From an optimization exercise on the open Yosys and OpenROAD flow, aimed at small area; shortcuts taken in it are not production practice.
The RTL was checked by simulation tests, not by an equivalence proof against the original design.
Power is estimated from default activity; no workload was simulated. The flow treats the clock pin as an ideal source, which a real chip does not have.

==> flow/design.v <==
package jt51_pg_pkg;
    localparam int SLOT_N  = 32;
    localparam int STG_II  = 1;
    localparam int STG_III = 2;
    localparam int STG_VI  = 5;
    localparam int KC_W  = 7;
    localparam int KF_W  = 6;
    localparam int DT1_W = 3;
    localparam int MUL_W = 4;
    localparam int DT2_W = 2;
    localparam int PMS_W = 3;
    localparam logic [2:0] FLD_KC     = 3'd0;
    localparam logic [2:0] FLD_KF     = 3'd1;
    localparam logic [2:0] FLD_DT1MUL = 3'd2;
    localparam logic [2:0] FLD_DT2    = 3'd3;
    localparam logic [2:0] FLD_PMS    = 3'd4;
    typedef struct packed {
        logic [KC_W-1:0]  kc;
        logic [KF_W-1:0]  kf;
        logic [DT1_W-1:0] dt1;
        logic [MUL_W-1:0] mul;
        logic [DT2_W-1:0] dt2;
        logic [PMS_W-1:0] pms;
    } pg_param_t;
    function automatic logic [6:0] pg_field_read(input pg_param_t p, input logic [2:0] f);
        logic [6:0] v;
        v = 7'd0;
        case (f)
            FLD_KC:     v = p.kc;
            FLD_KF:     v = {1'b0, p.kf};
            FLD_DT1MUL: v = {p.dt1, p.mul};
            FLD_DT2:    v = {5'd0, p.dt2};
            FLD_PMS:    v = {4'd0, p.pms};
            default:    v = 7'd0;
        endcase
        pg_field_read = v;
    endfunction
endpackage
module jt51_sh #(
    parameter int width  = 5,
    parameter int stages = 2
) (
    input  logic             clk,
    input  logic             rst_n,
    input  logic             cen,
    input  logic [width-1:0] din,
    output logic [width-1:0] drop
);
    logic [width-1:0] bits_r [0:stages-1];
    always_ff @(posedge clk or negedge rst_n) begin
        if (!rst_n) begin
            for (int i = 0; i < stages; i++) bits_r[i] <= '0;
        end else if (cen) begin
            bits_r[0] <= din;
            for (int i = 1; i < stages; i++) bits_r[i] <= bits_r[i-1];
        end
    end
    assign drop = bits_r[stages-1];
endmodule
module jt51_aoi222 (
    input  logic a0, b0, a1, b1, a2, b2,
    output logic y
);
    assign y = ~((a0 & b0) | (a1 & b1) | (a2 & b2));
endmodule
module jt51_aoi22 (
    input  logic a0, b0, a1, b1,
    output logic y
);
    assign y = ~((a0 & b0) | (a1 & b1));
endmodule
module jt51_rd32 (
    input  logic [31:0] sel,
    input  logic [31:0] d,
    output logic        q
);
    logic [10:0] y;
    for (genvar g = 0; g < 10; g++) begin : g_aoi
        jt51_aoi222 u_aoi (
            .a0(sel[3*g]),   .b0(d[3*g]),
            .a1(sel[3*g+1]), .b1(d[3*g+1]),
            .a2(sel[3*g+2]), .b2(d[3*g+2]),
            .y(y[g])
        );
    end
    jt51_aoi22 u_aoi_l (.a0(sel[30]), .b0(d[30]), .a1(sel[31]), .b1(d[31]), .y(y[10]));
    assign q = ~&y;
endmodule
import jt51_pg_pkg::*;
module jt51_pg_slot_ctrl #(
    parameter int PG_RST_ROUNDS = 1
) (
    input  logic       clk,
    input  logic       rst_n,
    input  logic       cen,
    input  logic       wr_valid,
    output logic       wr_ready,
    input  logic [4:0] wr_slot,
    input  logic [2:0] wr_field,
    input  logic [6:0] wr_data,
    input  logic       keyon_req,
    input  logic [4:0] keyon_slot,
    output logic       zero,
    output logic [4:0] slot_I,
    output logic [6:0] kc_I,
    output logic [5:0] kf_I,
    output logic [1:0] dt2_I,
    output logic [2:0] pms_I,
    output logic [2:0] dt1_II,
    output logic [3:0] mul_VI,
    output logic       pg_rst_III
);
    localparam int W = KC_W + KF_W + DT1_W + MUL_W + DT2_W + PMS_W;
    logic              started_r;
    logic [4:0]        cnt_s;
    logic [KC_W-1:0]   kc_r    [0:SLOT_N-1];
    logic [KF_W-1:0]   kf_r    [0:SLOT_N-1];
    logic [DT1_W-1:0]  dt1_r   [0:SLOT_N-1];
    logic [MUL_W-1:0]  mul_r   [0:SLOT_N-1];
    logic [DT2_W-1:0]  dt2_r   [0:SLOT_N-1];
    logic [PMS_W-1:0]  pms_r   [0:SLOT_N-1];
    logic [SLOT_N-1:0] vld_r;
    logic [SLOT_N-1:0] pendq_r;
    logic              pg_rst_I_r;
    logic              wr_en_s;
    logic [SLOT_N-1:0] rdec_s;
    logic [SLOT_N-1:0] rsel_s;
    logic [W-1:0]      rword_s;
    logic [DT1_W-1:0]  dt1_I_s;
    logic [MUL_W-1:0]  mul_I_s;
    logic [4:0]        fsel_s;
    logic              pend_rd_s;
    logic              ko_hit_s;
    assign cnt_s    = slot_I + {4'd0, started_r};
    assign zero     = started_r & (slot_I == 5'd0);
    assign wr_ready = rst_n & cen & (wr_slot != cnt_s);
    assign wr_en_s  = wr_valid & wr_ready;
    always_comb begin
        for (int f = 0; f < 5; f++) fsel_s[f] = (wr_field == 3'(f));
    end
    always_ff @(posedge clk) begin
        for (int i = 0; i < SLOT_N; i++) begin
            if (wr_en_s && wr_slot == 5'(i)) begin
                if (fsel_s[0] || !vld_r[i]) kc_r[i]  <= wr_data[6:0] & {KC_W{fsel_s[0]}};
                if (fsel_s[1] || !vld_r[i]) kf_r[i]  <= wr_data[5:0] & {KF_W{fsel_s[1]}};
                if (fsel_s[2] || !vld_r[i]) dt1_r[i] <= wr_data[6:4] & {DT1_W{fsel_s[2]}};
                if (fsel_s[2] || !vld_r[i]) mul_r[i] <= wr_data[3:0] & {MUL_W{fsel_s[2]}};
                if (fsel_s[3] || !vld_r[i]) dt2_r[i] <= wr_data[1:0] & {DT2_W{fsel_s[3]}};
                if (fsel_s[4] || !vld_r[i]) pms_r[i] <= wr_data[2:0] & {PMS_W{fsel_s[4]}};
            end
        end
    end
    always_ff @(posedge clk or negedge rst_n) begin
        if (!rst_n) vld_r <= '0;
        else if (wr_en_s) vld_r[wr_slot] <= 1'b1;
    end
    always_comb begin
        for (int i = 0; i < SLOT_N; i++) begin
            rdec_s[i] = (slot_I == 5'(i));
            rsel_s[i] = rdec_s[i] & vld_r[i];
        end
    end
    logic [SLOT_N*W-1:0] words_s;
    for (genvar i = 0; i < SLOT_N; i++) begin : g_word
        assign words_s[i*W +: W] = {kc_r[i], kf_r[i], dt1_r[i], mul_r[i], dt2_r[i], pms_r[i]};
    end
    for (genvar b = 0; b < W; b++) begin : g_rd
        logic [SLOT_N-1:0] col;
        for (genvar i = 0; i < SLOT_N; i++) begin : g_col
            assign col[i] = words_s[i*W + b];
        end
        jt51_rd32 u_rd (.sel(rsel_s), .d(col), .q(rword_s[b]));
    end
    assign {kc_I, kf_I, dt1_I_s, mul_I_s, dt2_I, pms_I} = rword_s;
    always_ff @(posedge clk or negedge rst_n) begin
        if (!rst_n) begin
            started_r <= 1'b0;
            slot_I    <= 5'd0;
        end else if (cen) begin
            started_r <= 1'b1;
            slot_I    <= cnt_s;
        end
    end
    jt51_rd32 u_pend_rd (.sel(rdec_s), .d(pendq_r), .q(pend_rd_s));
    assign ko_hit_s = keyon_req && (keyon_slot == cnt_s);
    always_ff @(posedge clk or negedge rst_n) begin
        if (!rst_n) begin
            pendq_r    <= '0;
            pg_rst_I_r <= 1'b0;
        end else if (cen) begin
            pg_rst_I_r <= ko_hit_s || pend_rd_s;
            for (int i = 0; i < SLOT_N; i++) begin
                if (keyon_req && !ko_hit_s && keyon_slot == 5'(i + 1)) pendq_r[i] <= 1'b1;
                else if (rdec_s[i]) pendq_r[i] <= 1'b0;
            end
        end
    end
    jt51_sh #(.width(DT1_W), .stages(1)) u_dt1_sh (
        .clk(clk), .rst_n(rst_n), .cen(cen), .din(dt1_I_s), .drop(dt1_II)
    );
    jt51_sh #(.width(1), .stages(STG_III)) u_pgrst_sh (
        .clk(clk), .rst_n(rst_n), .cen(cen), .din(pg_rst_I_r), .drop(pg_rst_III)
    );
    jt51_sh #(.width(MUL_W), .stages(STG_VI)) u_mul_sh (
        .clk(clk), .rst_n(rst_n), .cen(cen), .din(mul_I_s), .drop(mul_VI)
    );
endmodule
==> flow/config.mk <==
export PLATFORM = sky130hd
export DESIGN_NAME = jt51_pg_slot_ctrl
export DESIGN_NICKNAME = jt51_pg_slot_ctrl
export VERILOG_FILES = /design/flow/design.v
export SDC_FILE = /design/flow/constraint.sdc
export NUM_CORES = 4
export LEC_CHECK = 0
export CAP_MARGIN = 20
export CORE_MARGIN = 2
export CORE_UTILIZATION = 40
export SLEW_MARGIN = 20
export SYNTH_HIERARCHICAL = 1
export SYNTH_MINIMUM_KEEP_SIZE = 0
==> flow/constraint.sdc <==
create_clock -name core_clock -period 5.0 [get_ports {clk}]
set_input_delay 1.0000 -clock core_clock [delete_from_list [all_inputs] [get_ports {clk}]]
set_output_delay 1.0000 -clock core_clock [all_outputs]
set_load 0.01 [all_outputs]
run.sh (not shown) runs the stock make flow with config.mk's settings and CLKGATE_MAP_FILE= SYNTH_SCRIPT=/design/flow/synth_recipe.tcl, a recipe that flattens the netlist after the stock synthesis.
Edit:
Settings changed: CORE_UTILIZATION 40 to 60, CTS_CLUSTER_DIAMETER set to 100, CTS_CLUSTER_SIZE set to 30, GPL_TIMING_DRIVEN set to 0, SETUP_SLACK_MARGIN set to 0.15.
Global-route usage increases by 11 points.
Wire length goes down by a few percent.
Via count decreases slightly.
Setup slack gains 0.099 ns.
Count of clock-buffer cells in the layout is lower by 58.
Total power is lower by about a fifth.
Synthesized area does not change.
Core utilization went up by 20 points.
Cell count is lower by about a fifth.


Another version of the RTL of jt51_pg_slot_ctrl (not shown whole).
For scale: ~58 I/O pins, about 33000 um2 of cells after synthesis.
==> flow/design.v (excerpt) <==
module jt51_pg_slot_ctrl #(
    parameter int PG_RST_ROUNDS = 1
) (
    input  logic       clk,
    input  logic       rst_n,
    input  logic       cen,
    input  logic       wr_valid,
    output logic       wr_ready,
    input  logic [4:0] wr_slot,
    input  logic [2:0] wr_field,
    input  logic [6:0] wr_data,
    input  logic       keyon_req,
    input  logic [4:0] keyon_slot,
    output logic       zero,
    output logic [4:0] slot_I,
    output logic [6:0] kc_I,
    output logic [5:0] kf_I,
    output logic [1:0] dt2_I,
    output logic [2:0] pms_I,
    output logic [2:0] dt1_II,
    output logic [3:0] mul_VI,
    output logic       pg_rst_III
);
clock: 5.0 ns
lec_check: 0
cap_margin: 10
core_margin: 2
core_utilization: 80
gpl_timing_driven: 0
setup_slack_margin: 0.1
slew_margin: 10
synth_hierarchical: 1
synth_minimum_keep_size: 0
standard.sh (not shown) runs the stock make flow with config.mk's settings and CLKGATE_MAP_FILE= SYNTH_SCRIPT=/design/flow/synth_recipe.tcl, a recipe that flattens the netlist after the stock synthesis.
==> flow/flow/run.sh <==
#!/bin/bash
# Standard ORFS layout with these changes: the synthesized netlist's combinational cells are
# set to their family's smallest drive strength before floorplanning (the placement and
# timing repairs then size up what needs it), ports are buffered with buf_1 cells, and clock
# tree synthesis runs without dummy loads. Each tool's output goes to the ORFS logs and to
# synth.log / standard.log here.
set -e
export BUFFER_PORTS_ARGS="-buffer_cell sky130_fd_sc_hd__buf_1"
export CTS_ARGS="-sink_clustering_enable -repair_clock_nets -dont_use_dummy_load -sink_clustering_size 30 -sink_clustering_max_diameter 110"
bash standard.sh synth > synth.log 2>&1
R=orfs/results/sky130hd/jt51_pg_slot_ctrl/base
cp $R/1_2_yosys.v yosys_before_downsize.v
sed -i -f flow/downsize.sed $R/1_2_yosys.v
rm -f $R/1_synth.odb $R/1_synth.sdc
bash standard.sh > standard.log 2>&1
Other scripts of this flow, unchanged in this note and not shown: flow/flow/downsize.sed
The baseline ran to the end with no violations.
Change:
==> flow/flow/run.sh (replaced) <==
#!/bin/bash
# Standard ORFS layout with these changes: the synthesized netlist's combinational cells are
# set to their family's smallest drive strength, and floorplanning removes the buffers
# synthesis inserted (the placement and timing repairs then buffer and size up what needs
# it); ports are buffered with buf_1 cells; clock tree synthesis runs without dummy loads. Each tool's output goes to the ORFS logs and to
# synth.log / standard.log here.
set -e
export BUFFER_PORTS_ARGS="-buffer_cell sky130_fd_sc_hd__buf_1"
export CTS_ARGS="-sink_clustering_enable -repair_clock_nets -dont_use_dummy_load -sink_clustering_size 28 -sink_clustering_max_diameter 100"
export REMOVE_ABC_BUFFERS=1
bash standard.sh synth > synth.log 2>&1
R=orfs/results/sky130hd/jt51_pg_slot_ctrl/base
cp $R/1_2_yosys.v yosys_before_downsize.v
sed -i -f flow/downsize.sed $R/1_2_yosys.v
rm -f $R/1_synth.odb $R/1_synth.sdc
bash standard.sh > standard.log 2>&1
CORE_UTILIZATION = 70   (was 80)
Outcome: Sequential share of layout area grows by 0.25 points; cell area shrinks by 0.34%; global-route usage shrinks by 6.7 points.
Change:
==> flow/flow/run.sh (replaced) <==
#!/bin/bash
# Standard ORFS layout with these changes: the synthesized netlist's combinational cells are
# set to their family's smallest drive strength before floorplanning (the placement and
# timing repairs then size up what needs it), ports are buffered with buf_1 cells, and clock
# tree synthesis runs without dummy loads. Each tool's output goes to the ORFS logs and to
# synth.log / standard.log here.
set -e
export BUFFER_PORTS_ARGS="-buffer_cell sky130_fd_sc_hd__buf_1"
export CTS_ARGS="-sink_clustering_enable -repair_clock_nets -dont_use_dummy_load -sink_clustering_size 30 -sink_clustering_max_diameter 110"
bash standard.sh synth > synth.log 2>&1
R=orfs/results/sky130hd/jt51_pg_slot_ctrl/base
cp $R/1_2_yosys.v yosys_before_downsize.v
sed -i -f flow/downsize.sed $R/1_2_yosys.v
rm -f $R/1_synth.odb $R/1_synth.sdc
bash standard.sh > standard.log 2>&1
CORE_UTILIZATION = 75   (was 70)
Register-to-register slack is worse by 0.02 ns.
Power went down by about 0.7%.
Combinational power increases by about 13%.
Final area climbs by about 0.5%.
Worst setup slack gets worse by 0.15 ns.
Sequential power drops by about 3%.
Synthesized area stays the same.
Change:
CORE_UTILIZATION = 70   (was 75)
After rerunning:
- The new run went through all stages and came out clean
- worst hold slack gains 0.16 ns
- global-route usage came out lower by 4.3 points
- setup slack is better by 0.076 ns
- non-clock buffer count goes down by 2
- synthesized area is unchanged
- count of clock-buffer cells in the layout does not change
- utilization fell by 5.8 points
Change:
--- a/flow/flow/run.sh
+++ b/flow/flow/run.sh
@@ -9,0 +10 @@
+export REMOVE_ABC_BUFFERS=1
CORE_UTILIZATION = 65   (was 70)
The new run completed with no timing, DRC or antenna violations.
Via count is lower by about 2.6%.
Register-to-register slack improved by 0.07 ns.
Wire length is higher by 0.73%.
Setup slack is about the same.
Worst hold slack got worse by 0.060 ns.
Final cell count is unchanged.
Flip-flop and latch count stays the same.

-- port drivers added, routing unchanged --
Ports are ideal in the flow. The routed layouts listed here were re-timed in OpenROAD. Step 1 (the two cells are an assumption about what drives the block):
set clk [get_ports {clk}]
set_driving_cell -lib_cell sky130_fd_sc_hd__clkbuf_16 $clk
set_driving_cell -lib_cell sky130_fd_sc_hd__buf_2 [delete_from_list [all_inputs] $clk]
Step 2 times the ports against the registers' clock, not the clock port: input delays grow and output delays shrink by t, the midpoint of the rising clock arrivals with the driver on. a / b / c = no drivers / after step 1 / after step 2; a / b = the first two.
run | shift t [ns] | slack for setup (ns) | hold WS [ns]
the first run of note 1 | 0.693 | 0.079 / 0.014 / 0.260 | 0.496 / 0.472 / 0.496
the second run of note 1 | 0.661 | 0.178 / 0.126 / 0.155 | 0.240 / 0.220 / 0.507
the first run of note 2 | 0.649 | 0.138 / 0.079 / -0.147 | 0.348 / 0.312 / 0.494
the second run of note 2 | 0.647 | 0.261 / 0.203 / 0.293 | 0.395 / 0.359 / 0.482
the third run of note 2 | 0.647 | 0.108 / 0.045 / -0.042 | 0.256 / 0.214 / 0.493
the fourth run of note 2 | 0.638 | 0.184 / 0.127 / -0.009 | 0.415 / 0.383 / 0.492
the fifth run of note 2 | 0.639 | 0.184 / 0.122 / 0.143 | 0.355 / 0.313 / 0.492
Met with ideal ports but missed after step 2: setup timing in the first run of note 2, the third run of note 2 and the fourth run of note 2. The setup slack of the first run of note 2, which loses most, moves by -0.059 ns with the drivers and by -0.285 ns with both steps.
